Source: an optimization exercise on an open RTL-to-GDS flow (aim: small area, a short achievable clock period and few clock cycles per item). Production flows keep margins and buffers that such runs may drop. The RTL was checked by simulation tests, not by an equivalence proof against the original design. Power figures rest on the tool's default switching activity, not on a simulated workload.

File: flow/run.sh
#!/bin/bash
# synth_recipe.tcl (not shown) runs the flow's synth.tcl, then flattens the netlist and writes it again
# the make line also repeats each setting of config.mk as NAME=value (left out here)
make -C /OpenROAD-flow-scripts/flow DESIGN_CONFIG=/design/flow/config.mk WORK_HOME=/design/flow/orfs CLKGATE_MAP_FILE= SYNTH_SCRIPT=/design/flow/synth_recipe.tcl finish
File: flow/constraint.sdc
create_clock -name core_clock -period 6.0 [get_ports {clk}]
set_input_delay 1.2000 -clock core_clock [delete_from_list [all_inputs] [get_ports {clk}]]
set_output_delay 1.2000 -clock core_clock [all_outputs]
set_load 0.01 [all_outputs]
File: flow/design.v
package snn_pkg;
  localparam int WEIGHT_W = 8;
  localparam int ADDR_W   = 8;
  typedef logic [WEIGHT_W-1:0]        weight_t;
  typedef logic [ADDR_W-1:0]          addr_t;
  typedef logic signed [WEIGHT_W-1:0] delta_t;
  typedef enum logic [1:0] {
    ST_IDLE  = 2'd0,
    ST_READ  = 2'd1,
    ST_WRITE = 2'd2
  } upd_state_t;
  typedef struct packed {
    addr_t  addr;
    delta_t delta;
  } upd_req_t;
  localparam int REQ_W = ADDR_W + WEIGHT_W;   
  function automatic logic signed [WEIGHT_W+1:0] weight_sum(weight_t w, delta_t d);
    weight_sum = $signed({2'b00, w}) + $signed({{2{d[WEIGHT_W-1]}}, d});
  endfunction
endpackage
module stdp_update_fifo (
  input  logic       clk,
  input  logic       rst_n,
  input  logic       i_push,
  input  logic [7:0] i_addr,
  input  logic [7:0] i_delta,
  output logic       o_app,
  output logic       o_oor,
  output logic [5:0] o_addr,
  output logic [7:0] o_delta
);
  always_ff @(posedge clk or negedge rst_n) begin
    if (!rst_n) begin
      o_app <= 1'b0;
      o_oor <= 1'b0;
    end else begin
      o_app <= i_push && (i_addr[7:6] == 2'b00);
      o_oor <= i_push && (i_addr[7:6] != 2'b00);
    end
  end
  always_ff @(posedge clk) begin
    o_addr  <= i_addr[5:0];
    o_delta <= i_delta;
  end
endmodule
module synapse_weight_updater #(
  parameter int      N_SYN       = 64,
  parameter int      FIFO_DEPTH  = 4,
  parameter logic [snn_pkg::WEIGHT_W-1:0] INIT_WEIGHT = 8'd128,
  parameter logic [snn_pkg::WEIGHT_W-1:0] W_MIN       = 8'd0,
  parameter logic [snn_pkg::WEIGHT_W-1:0] W_MAX       = 8'd255
) (
  input  logic                           clk,
  input  logic                           rst_n,
  input  logic                           upd_valid,
  output logic                           upd_ready,
  input  snn_pkg::addr_t                 upd_addr,
  input  snn_pkg::delta_t                upd_delta,
  input  snn_pkg::addr_t                 rd_addr,
  output snn_pkg::weight_t               rd_data,
  output logic                           busy,
  output logic [31:0]                    applied_count,
  output logic [31:0]                    sat_count,
  output logic [31:0]                    oor_count
);
  snn_pkg::weight_t r_mem [N_SYN];
  logic             r_app;
  logic             r_oor;
  logic [5:0]       r_addr;
  logic [7:0]       r_delta;
  logic [7:0]       w_old;
  logic [8:0]       w_sum;
  logic [7:0]       w_newW;
  logic             w_satHi;
  stdp_update_fifo u_fifo (
    .clk     (clk),
    .rst_n   (rst_n),
    .i_push  (upd_valid),
    .i_addr  (upd_addr),
    .i_delta (upd_delta),
    .o_app   (r_app),
    .o_oor   (r_oor),
    .o_addr  (r_addr),
    .o_delta (r_delta)
  );
  assign upd_ready = 1'b1;
  assign busy      = r_app || r_oor;
  assign w_old = r_mem[r_addr];
  assign w_sum = {1'b0, w_old} + {1'b0, r_delta};
  always_comb begin
    w_newW  = w_sum[7:0];
    w_satHi = 1'b0;
    if (r_delta[7]) begin
      if (!w_sum[8]) w_newW = W_MIN;
    end else if (w_sum[8]) begin
      w_newW  = W_MAX;
      w_satHi = 1'b1;
    end
  end
  always_ff @(posedge clk or negedge rst_n) begin
    if (!rst_n) begin
      applied_count <= '0;
      sat_count     <= '0;
      oor_count     <= '0;
    end else begin
      if (r_app) applied_count <= applied_count + 32'd1;
      if (r_app && w_satHi) sat_count <= sat_count + 32'd1;
      if (r_oor) oor_count <= oor_count + 32'd1;
    end
  end
  always_ff @(posedge clk or negedge rst_n) begin
    if (!rst_n) begin
      for (int i = 0; i < N_SYN; i++) r_mem[i] <= INIT_WEIGHT;
      rd_data <= '0;
    end else begin
      if (r_app) r_mem[r_addr] <= w_newW;
      rd_data <= (rd_addr[7:6] == 2'b00) ? r_mem[rd_addr[5:0]] : '0;
    end
  end
endmodule
File: flow/config.mk
export PLATFORM = sky130hd
export DESIGN_NAME = synapse_weight_updater
export DESIGN_NICKNAME = synapse_weight_updater
export VERILOG_FILES = /design/flow/design.v
export SDC_FILE = /design/flow/constraint.sdc
export NUM_CORES = 4
export LEC_CHECK = 0
export CAP_MARGIN = 20
export CORE_MARGIN = 2
export CORE_UTILIZATION = 30
export SLEW_MARGIN = 20
==> summary.txt, run 1 <==
Status
  – Outcome: no timing/DRC/antenna violations

Clocking
  – H-tree lvl count: 3
  – Setup Buffers After CTS: 0
  – Hold-fix buffers, CTS: 0
  – Clk slew on worst S/H paths: 0.06 ns
  – Clk sinks: 632
  – Worst-skew pair later-pin latency: 0.70 ns
  – CTS Buf Count: 78
  – CTS resizes: 0
  – CTS tree: done
  – Clock buffer depth: 3
  – CTS root buffer: clkbuf_16

Global routing
  – First-pass GRT wire length: 325000 um
  – Initial antenna violation count: 37
  – Total gr overflow: 0
  – Vias in the first global route: 31400
  – Total track usage: 45.8%
  – Pin count of the biggest net entering global routing: 145

Routing
  – WL final: 252000 um
  – Antenna Violating Nets Remaining: 0
  – Drt pass-1 iters: 10
  – WL/cell: 48.1 um
  – Drt drc: 0
  – Via count: 34700
  – Drt initial violations: 6130
  – Mean number of vias per cell: 6.63

Power
  – PD cells: 274 mW/mm2
  – Clock group share of total power: 46.6%
  – NetSw: 0.00320 W
  – Combinational power share: 10.3%
  – Register share of total power: 43.1%
  – Largest vdd supply drop: 0.000238 V
  – Internal Dissipation: 0.00780 W
  – Switch share: 29.1%
  – Lkg Pwr: 16.8 nW

Min path
  – HP Class: reg2reg

STA
  – Max-slew violation count: 0
  – Fmax: 171 MHz
  – Max-slew headroom: 10.6%
  – Final Hold Viols: 0
  – Minimum clock period: 5.84 ns
  – Least-Margin Pin Slew: 1.34 ns
  – Fin Hold WS: 0.471 ns
  – Clk_skew: 0.0450 ns
  – Period utilization: 97.3%
  – RSZ-0062 raised after global routing: false
  – Final Setup Violations: 0
  – Setup TNS: 0 ns

Placement
  – Detailed Place HPWL: 196000 um
  – RePlAce Congestion: 1.13
  – IO Port Bufs: 131

Job
  – Max-cap viol count: 0

Yosys
  – Synth warn: 3
  – Combinational family with the most area after synthesis: simple AND/OR/NAND/NOR gates
  – Synth Area in Adders: 0.686%
  – Seq cells post-synth: 632
  – Seq/Total Area, Yosys: 49.8%
  – Post-synth EDFFs: 0
  – Top FF cell, synth: dfrtp_1
  – Synth Instances: 3479
  – Ys async rst share: 97.8%
  – Simple-Gate Fraction of Synth Area: 22.2%
  – Count of cell types in the netlist: 82
  – Syn_nets: 3518
  – Post-synthesis mux area share: 0.958%
  – Synthesized area: 0.0318 mm2
  – Xor/xnor share of the synthesized area: 2.65%
  – Compound-Gate Fraction of Synth Area: 19.2%
  – Mean Syn Cell Area: 9.13 um2

Setup path
  – Critical path data arrival time: 6.41 ns
  – CP Buf/Inv Count: 6
  – CP peak stage delay: 0.75 ns
  – Crit path kind: reg2reg
  – Max Fanout on Critical Path: 39
  – Crit. End Element: register
  – Worst EP required: 6.57 ns
  – Crit-path leading delay family: compound AO/OA/AOI/OAI gates
  – Cell mode on critical path: buf_4
  – Critical path launch point type: register
  – Cell Chain, Critical Path: nand2b_1, buf_12, nor2_1, buf_4, a32oi_1, nand4_1, nor4_1, buf_4, a21oi_1, buf_4, ha_1, o21ai_0, a21oi_1, o21a_1, o21ai_1, buf_4, maj3_2, buf_12, o21ai_0
  – Worst path slowest cell: nor4_1

Die
  – Initial Utilization: 30.2%
  – Core ar.: 0.105 mm2
  – FP Rows: 119
  – Die area: 0.108 mm2
  – Die width: 329 um
  – Top-Level Pins: 133
  – Die H: 329 um

Cells and area
  – Most frequent cells in the layout: nand2_1 (633), dfrtp_1 (554), o21ai_0 (465)
  – Nets: 3802
  – Area growth syn-to-layout: 26.5%
  – Commonest non-fill, non-tap cell in the layout: nand2_1
  – Layout cell share with drive strength beyond 1: 17.7%
==> worst reg2reg max path: cells and delay by family, from the launching register on <==
family	cells	cell delay (ns)
AND/OR/NAND/NOR	4	1.53
flip-flops	1	0.58
buffers and inverters	6	1.26
adder cells (fa/ha/maj)	2	0.63
AO/OA/AOI/OAI	7	1.73
==> flip-flops by register name (all words and copies together), names as in the netlist <==
signal and flops:
applied_count 32, oor_count 32, r_mem 512, rd_data 8, sat_count 32, u_fifo.o_addr 6, u_fifo.o_app 1, u_fifo.o_delta 8
u_fifo.o_oor 1
==> metrics by stage <==
step	total power, W	area [um2]	worst slack (ns)	utilization (%)	std cells
2_1_floorplan	0.00502	31800	1.75	-	3479
3_3_place_gp	0.00588	37400	0.217	35.6	5072
3_5_place_dp	0.00588	37400	0.416	35.6	5073
4_1_cts	0.0110	40100	0.390	38.1	5216
5_1_grt	0.0112	40100	0.151	38.2	5219
6_report	0.0110	40200	0.165	38.2	5237
==> synth_stat cells, drive strengths merged (8+ instances only) <==
cell type,count,area [um2]
and3,96,611
nand3,310,1550
xnor2,68,596
o31ai,64,480
nor2,74,280
mux2,19,214
and2,30,188
mux2i,9,90.1
a2111oi,20,206
xor2,28,245
inv,15,56.3
a221oi,10,87.6
a22oi,110,826
o21ai,466,2330
clkbuf,233,876
nor4b,8,108
a31oi,28,175
nor3,27,135
dfxtp,14,280
nor4bb,10,106
nand2,636,2390
nor4,33,213
a32oi,146,1280
a22o,14,123
and4,16,140
a21oi,22,114
buf,84,464
a222oi,8,80.1
nand4,132,826
and4b,8,80.1
or4,11,82.6
dfrtp,554,13900
o22ai,10,62.6
dfstp,64,1680
ha,11,138
==> kinds of logic after synthesis <==
kind of cell | Yosys count
DFF | 632
muxes | 28
and+or+nand+nor | 1435
buffers and inverters | 332
other | 1
xor gates and xnor gates | 96
adders and majority gates | 18
AOI/OAI and AO/OA | 937
==> worst paths after layout <==
path	from	endpoint	slack [ns]	cells past startpoint
min in group asynchronous	rst_n	applied_count[13]$_DFFE_PN0P_	0.52	1
worst max register to register	u_fifo.o_addr[5]$_DFF_P_	r_mem[32][1]$_DFFE_PN0P_	0.16	19
worst min register to register	oor_count[31]$_DFFE_PN0P_	oor_count[31]$_DFFE_PN0P_	0.47	1
max in group asynchronous	rst_n	r_mem[27][2]$_DFFE_PN0P_	4.09	2
worst max-delay path	u_fifo.o_addr[5]$_DFF_P_	r_mem[32][1]$_DFFE_PN0P_	0.16	19
worst min-delay path	oor_count[31]$_DFFE_PN0P_	oor_count[31]$_DFFE_PN0P_	0.47	1
==> layout make-up <==
cell class / count / area [um2]
multi-input cells: 2515 / 14900
clock buffers: 106 / 2200
inverters: 15 / 56.3
well taps: 1391 / 1740
diodes: 20 / 50.0
flip-flops and latches: 632 / 15800
fillers: 10700 / 64900
repair buffers: 521 / 4900
clock inverters: 37 / 495
==> layer usage <==
metal  track usage, %  part of all wire (%)  vias up
met5                0                 0.031        -
met4             27.0                   7.5       12
met3             16.9                    12      718
met2             62.0                    39     2701
met1             61.8                    41    17900
li1                 -                     -    13400
==> power by group through the flow <==
stage               sequential (W)  combinational [W]  clock [W]
finish                     0.00474            0.00114    0.00512
floorplan                  0.00462           0.000391          0
CTS                        0.00471            0.00110    0.00515
global placement           0.00478            0.00110          0
global route               0.00473            0.00117    0.00531
detailed placement         0.00478            0.00110          0
Testbench counts, summed over its fixed seeds: cycles 4,808, items 4,800.
==> run 2: changes to the inputs <==
--- a/flow/design.v
+++ b/flow/design.v
@@ -64,11 +64,15 @@
   output logic [31:0]                    oor_count
 );
   snn_pkg::weight_t r_mem [N_SYN];
-  logic             r_app;
-  logic             r_oor;
-  logic [5:0]       r_addr;
-  logic [7:0]       r_delta;
-  logic [7:0]       w_old;
+  logic             r1_app;
+  logic             r1_oor;
+  logic [5:0]       r1_addr;
+  logic [7:0]       r1_delta;
+  logic             r2_app;
+  logic             r2_oor;
+  logic [5:0]       r2_addr;
+  logic [7:0]       r2_delta;
+  logic [7:0]       r2_old;
   logic [8:0]       w_sum;
   logic [7:0]       w_newW;
   logic             w_satHi;
@@ -78,19 +82,18 @@
     .i_push  (upd_valid),
     .i_addr  (upd_addr),
     .i_delta (upd_delta),
-    .o_app   (r_app),
-    .o_oor   (r_oor),
-    .o_addr  (r_addr),
-    .o_delta (r_delta)
+    .o_app   (r1_app),
+    .o_oor   (r1_oor),
+    .o_addr  (r1_addr),
+    .o_delta (r1_delta)
   );
   assign upd_ready = 1'b1;
-  assign busy      = r_app || r_oor;
-  assign w_old = r_mem[r_addr];
-  assign w_sum = {1'b0, w_old} + {1'b0, r_delta};
+  assign busy      = r1_app || r1_oor || r2_app || r2_oor;
+  assign w_sum = {1'b0, r2_old} + {1'b0, r2_delta};
   always_comb begin
     w_newW  = w_sum[7:0];
     w_satHi = 1'b0;
-    if (r_delta[7]) begin
+    if (r2_delta[7]) begin
       if (!w_sum[8]) w_newW = W_MIN;
     end else if (w_sum[8]) begin
       w_newW  = W_MAX;
@@ -99,13 +102,27 @@
   end
   always_ff @(posedge clk or negedge rst_n) begin
     if (!rst_n) begin
+      r2_app <= 1'b0;
+      r2_oor <= 1'b0;
+    end else begin
+      r2_app <= r1_app;
+      r2_oor <= r1_oor;
+    end
+  end
+  always_ff @(posedge clk) begin
+    r2_addr  <= r1_addr;
+    r2_delta <= r1_delta;
+    r2_old   <= (r2_app && (r2_addr == r1_addr)) ? w_newW : r_mem[r1_addr];
+  end
+  always_ff @(posedge clk or negedge rst_n) begin
+    if (!rst_n) begin
       applied_count <= '0;
       sat_count     <= '0;
       oor_count     <= '0;
     end else begin
-      if (r_app) applied_count <= applied_count + 32'd1;
-      if (r_app && w_satHi) sat_count <= sat_count + 32'd1;
-      if (r_oor) oor_count <= oor_count + 32'd1;
+      if (r2_app) applied_count <= applied_count + 32'd1;
+      if (r2_app && w_satHi) sat_count <= sat_count + 32'd1;
+      if (r2_oor) oor_count <= oor_count + 32'd1;
     end
   end
   always_ff @(posedge clk or negedge rst_n) begin
@@ -113,7 +130,7 @@
       for (int i = 0; i < N_SYN; i++) r_mem[i] <= INIT_WEIGHT;
       rd_data <= '0;
     end else begin
-      if (r_app) r_mem[r_addr] <= w_newW;
+      if (r2_app) r_mem[r2_addr] <= w_newW;
       rd_data <= (rd_addr[7:6] == 2'b00) ? r_mem[rd_addr[5:0]] : '0;
     end
   end
==> run 2 against run 1 <==
Critical path depth down 11. Clock power about the same. Sequential share of layout area up 2.4 points. Synthesized cell count up 3.4%. Via count down 4.3%. Combinational power down 23%. Critical endpoint is now rd_data[6]$_DFF_PN0_. Critical path type is now in2reg. Core utilization down 2.2 points. Worst setup slack better by 1.4 ns. Largest cell class unchanged. Sequential power up 2%. Final area down 2.7%. Final cell count down 1.7%.
==> summary.txt, run 2 <==
Status
  – Outcome: no timing/DRC/antenna violations

STA
  – Clk_skew: 0.0439 ns (-0.00114 ns)
  – Fin worst setup slack: 1.58 ns (+1.41 ns)
  – Setup TNS: 0 ns (unchanged)
  – Fmax: 226 MHz (+32%)
  – Final Hold Viols: 0 (unchanged)
  – Max-slew violation count: 0 (unchanged)
  – Max-slew headroom: 15.8% (+5.3 points)
  – Period utilization: 73.7% (-24 points)
  – Minimum clock period: 4.42 ns (-1.41 ns)
  – RSZ-0062 raised after global routing: false
  – Final Setup Violations: 0 (unchanged)
  – Least-Margin Pin Slew: 1.26 ns (-0.0821 ns)

Yosys
  – Compound-Gate Fraction of Synth Area: 17.3% (-1.9 points)
  – Share of the synthesized area in the top cell type: 42.5% (-1.1 points)
  – Combinational family with the most area after synthesis: simple AND/OR/NAND/NOR gates
  – Ys async rst share: 94.5% (-3.3 points)
  – Top FF cell, synth: dfrtp_1
  – Simple-Gate Fraction of Synth Area: 25.0% (+2.7 points)
  – Xor/xnor share of the synthesized area: 2.81% (+0.16 points)
  – Post-synthesis mux area share: 0.0689% (-0.89 points)
  – Dominant cells by area after synthesis: dfrtp_1 (43%), o21ai_0 (8.1%), nand2_1 (7.2%)
  – Most instantiated library cell after synthesis: nand2_1
  – Syn_nets: 3638 (+3.4%)
  – Mean Syn Cell Area: 9.09 um2 (-0.43%)
  – Largest area contributor in the netlist: dfrtp_1
  – Count of cell types in the netlist: 69 (-16%)
  – Synthesized area: 0.0327 mm2 (+3.0%)
  – Most frequent cells after synthesis: nand2_1 (630), dfrtp_1 (556), o21ai_0 (528)
  – Synth warn: 3 (unchanged)
  – Synth Instances: 3599 (+3.4%)
  – Seq cells post-synth: 656 (+3.8%)
  – Synth Area in Adders: 0.696% (+0.011 points)
  – Seq/Total Area, Yosys: 49.9% (about the same)
  – Post-synth EDFFs: 0 (unchanged)

Setup path
  – Max Fanout on Critical Path: 16 (-59%)
  – Crit path kind: in2reg
  – Worst r2r src: u_fifo.o_addr[2]$_DFF_P_
  – Worst path slowest cell: a2111oi_0
  – Crit-path leading delay family: simple AND/OR/NAND/NOR gates
  – CP Buf/Inv Count: 2 (-4)
  – Cell Chain, Critical Path: clkdlybuf4s50_1, buf_4, and4b_2, and3_1, a2111oi_0, nand3_1, nor4_1, a21oi_1
  – Critical path data arrival time: 4.87 ns (-1.54 ns)
  – Worst EP required: 6.45 ns (-0.12 ns)
  – Critical path launch point type: input pin
  – Crit. End Element: register
  – CP peak stage delay: 0.92 ns (+0.17 ns)
  – Critical Path Start: rd_addr[2]

Min path
  – HP Class: reg2reg
  – Hold wc startpoint: u_fifo.o_delta[3]$_DFF_P_

Global routing
  – Met1 usage: 52.6% (-9.2 points)
  – Total gr overflow: 0 (unchanged)
  – Vias in the first global route: 30600 (-2.6%)
  – First-pass GRT wire length: 291000 um (-10%)
  – GR peak layer: met1
  – Total track usage: 38.6% (-7.1 points)
  – Met3 Track Usage GR: 15.9% (-0.92 points)
  – Initial antenna violation count: 19 (-49%)
  – Met2 usage: 51.6% (-10 points)
  – Pin count of the biggest net entering global routing: 146 (+0.69%)

Die
  – Core ar.: 0.109 mm2 (+3.3%)
  – Die area: 0.112 mm2 (+3.0%)
  – Die H: 334 um (+1.5%)
  – Die width: 334 um (+1.5%)
  – Top-Level Pins: 133 (unchanged)
  – FP Rows: 121 (+1.7%)
  – Initial Utilization: 30.1% (-0.077 points)

Cells and area
  – Multi-input logic area: 0.0153 mm2 (+3.0%)
  – Largest reg by FF count: r_mem
  – Nets: 3698 (-2.7%)
  – Commonest non-fill, non-tap cell in the layout: nand2_1
  – Most frequent cells in the layout: nand2_1 (628), dfrtp_1 (556), o21ai_0 (528)
  – Sequential cell area: 0.0163 mm2 (+3.1%)
  – Layout cell share with drive strength beyond 1: 12.0% (-5.7 points)
  – Number of flip-flops in the largest register: 512 (unchanged)
  – Area growth syn-to-layout: 19.5%
  – Fillers: 11000 (+3.3%)

Power
  – Largest vdd supply drop: 0.000254 V (+6.9%)
  – Lkg Pwr: 16.7 nW (-0.61%)
  – PD cells: 278 mW/mm2 (+1.5%)

Clocking
  – CTS Buf Count: 79 (+1.3%)
  – CTS resizes: 0 (unchanged)
  – Clk sinks: 656 (+3.8%)
  – H-tree lvl count: 3 (unchanged)
  – Hold-fix buffers, CTS: 0 (unchanged)
  – Setup Buffers After CTS: 0 (unchanged)
  – Clk slew on worst S/H paths: 0.06 ns (about the same)
  – Worst-skew pair later-pin latency: 0.70 ns (about the same)
  – Clock buffer depth: 3 (unchanged)
  – CTS tree: done
  – CTS root buffer: clkbuf_16

Placement
  – Post-Place Setup Slack: 1.15 ns (+0.736 ns)
  – IO Port Bufs: 131 (unchanged)
  – Detailed Place HPWL: 159000 um (-19%)
  – RePlAce Congestion: 1.07 (-5.3%)

Routing
  – WL/cell: 42.6 um (-11%)
  – Mean number of vias per cell: 6.45 (-2.7%)
  – Drt initial violations: 5515 (-10%)
  – Drt drc: 0 (unchanged)
  – Via count: 33200 (-4.3%)
  – Drt pass-1 iters: 8 (-2)
  – Antenna Violating Nets Remaining: 0 (unchanged)
  – WL final: 220000 um (-13%)

Job
  – Max-cap viol count: 0 (unchanged)
run 2: cell types whose count changed after synthesis, moves of 18 or more:
cell	previous run	this run
and3_1	94	260
a22oi_1	110	37
o31ai_1	64	0
o21ai_0	465	528
a2111oi_0	17	67
a32oi_1	146	103
a32o_1	5	44
a221oi_1	10	47
clkbuf_1	232	265
dfxtp_1	14	36
a31oi_1	28	10
run 2: cells by family (layout without fill, tap and decap cells):
group,after synthesis,after routing
compound gates,879,879
xor+xnor,105,105
fa+ha+maj,19,19
buf+inv,339,461
flops,656,656
mux,2,2
other cells,1,15
simple gates,1598,1598
run 2: through the flow:
stage / power, W / area [um2] / std cells / util (%) / hold WS, ns
floorplan: 0.00513 / 32700 / 3599 / - / 0.310
global placement: 0.00575 / 36200 / 4986 / 33.3 / 0.313
detailed placement: 0.00575 / 36200 / 4987 / 33.4 / 0.314
CTS: 0.0109 / 38900 / 5130 / 35.9 / 0.328
global route: 0.0111 / 39100 / 5136 / 36.0 / 0.338
finish: 0.0109 / 39100 / 5149 / 36.0 / 0.326
run 2: per-layer routing:
metal  share of wire, %  vias to the layer above
met4                6.3                       12
li1                   -                    13300
met1                 42                    16800
met5              0.058                        -
met3                 13                      607
met2                 39                     2475
run 2: cell type report:
type / instances / share of cell area (%)
Antenna cell: 14 / 0.0896
Clock buffer: 104 / 5.61
Clock inverter: 39 / 1.37
Inverter: 9 / 0.0864
Multi-Input combinational cell: 2604 / 39.3
Sequential cell: 656 / 41.8
Tap cell: 1414 / 4.53
Timing Repair Buffer: 309 / 7.29
run 2: power breakdown:
group / total (W) / internal (W) / leakage [nW] / switching, W
sequential: 0.00484 / 0.00458 / 8.67 / 0.000264
combinational: 0.000882 / 0.000250 / 6.71 / 0.000632
clock: 0.00514 / 0.00303 / 1.34 / 0.00211
total: 0.0109 / 0.00785 / 16.7 / 0.00301
run 2: worst paths after layout:
check / cells past startpoint / slack (ns) / end
setup / recovery: 8 / 1.58 / rd_data[6]$_DFF_PN0_
hold / removal: 0 / 0.33 / r2_delta[3]$_DFF_P_
setup reg to reg: 7 / 1.61 / r2_old[6]$_DFF_P_
hold reg to reg: 0 / 0.33 / r2_delta[3]$_DFF_P_
max in group asynchronous: 2 / 4.15 / r_mem[54][3]$_DFFE_PN0P_
min in group asynchronous: 1 / 0.53 / applied_count[7]$_DFFE_PN0P_
Testbench counts of run 2, summed over its fixed seeds: cycles 4,816, items 4,800.

## re-timing with driven ports
The results above use ideal ports. As a check the final layouts listed here were re-extracted and re-timed, cells and wires unchanged.
Step 1 sets driving cells, clkbuf_16 on the clock port and buf_2 on the other inputs (assumed; they add their load-dependent delay and slew).
Step 2 moves the port delays by t, midway between the first and last clock arrival at a register: inputs arrive t later, outputs are due t later. That takes back most of the time a late clock gives input paths.
a / b / c = ideal ports / drivers / drivers and shift; a / b = the first two.
run | t (ns) | setup WS [ns] | hold slack, ns | worst slew at a driven data input, ns | cell pins on the clock port's net
run 1 | 0.744 | 0.165 / 0.165 / 0.165 | 0.471 / 0.471 / 0.471 | 0.05 | 1
run 2 | 0.752 | 1.577 / 1.607 / 0.874 | 0.326 / 0.326 / 0.326 | 0.10 | 1
After both steps setup and hold are still met in every run listed. The setup slack of run 2, which loses most, moves by +0.030 ns with the drivers and by -0.703 ns with both steps.
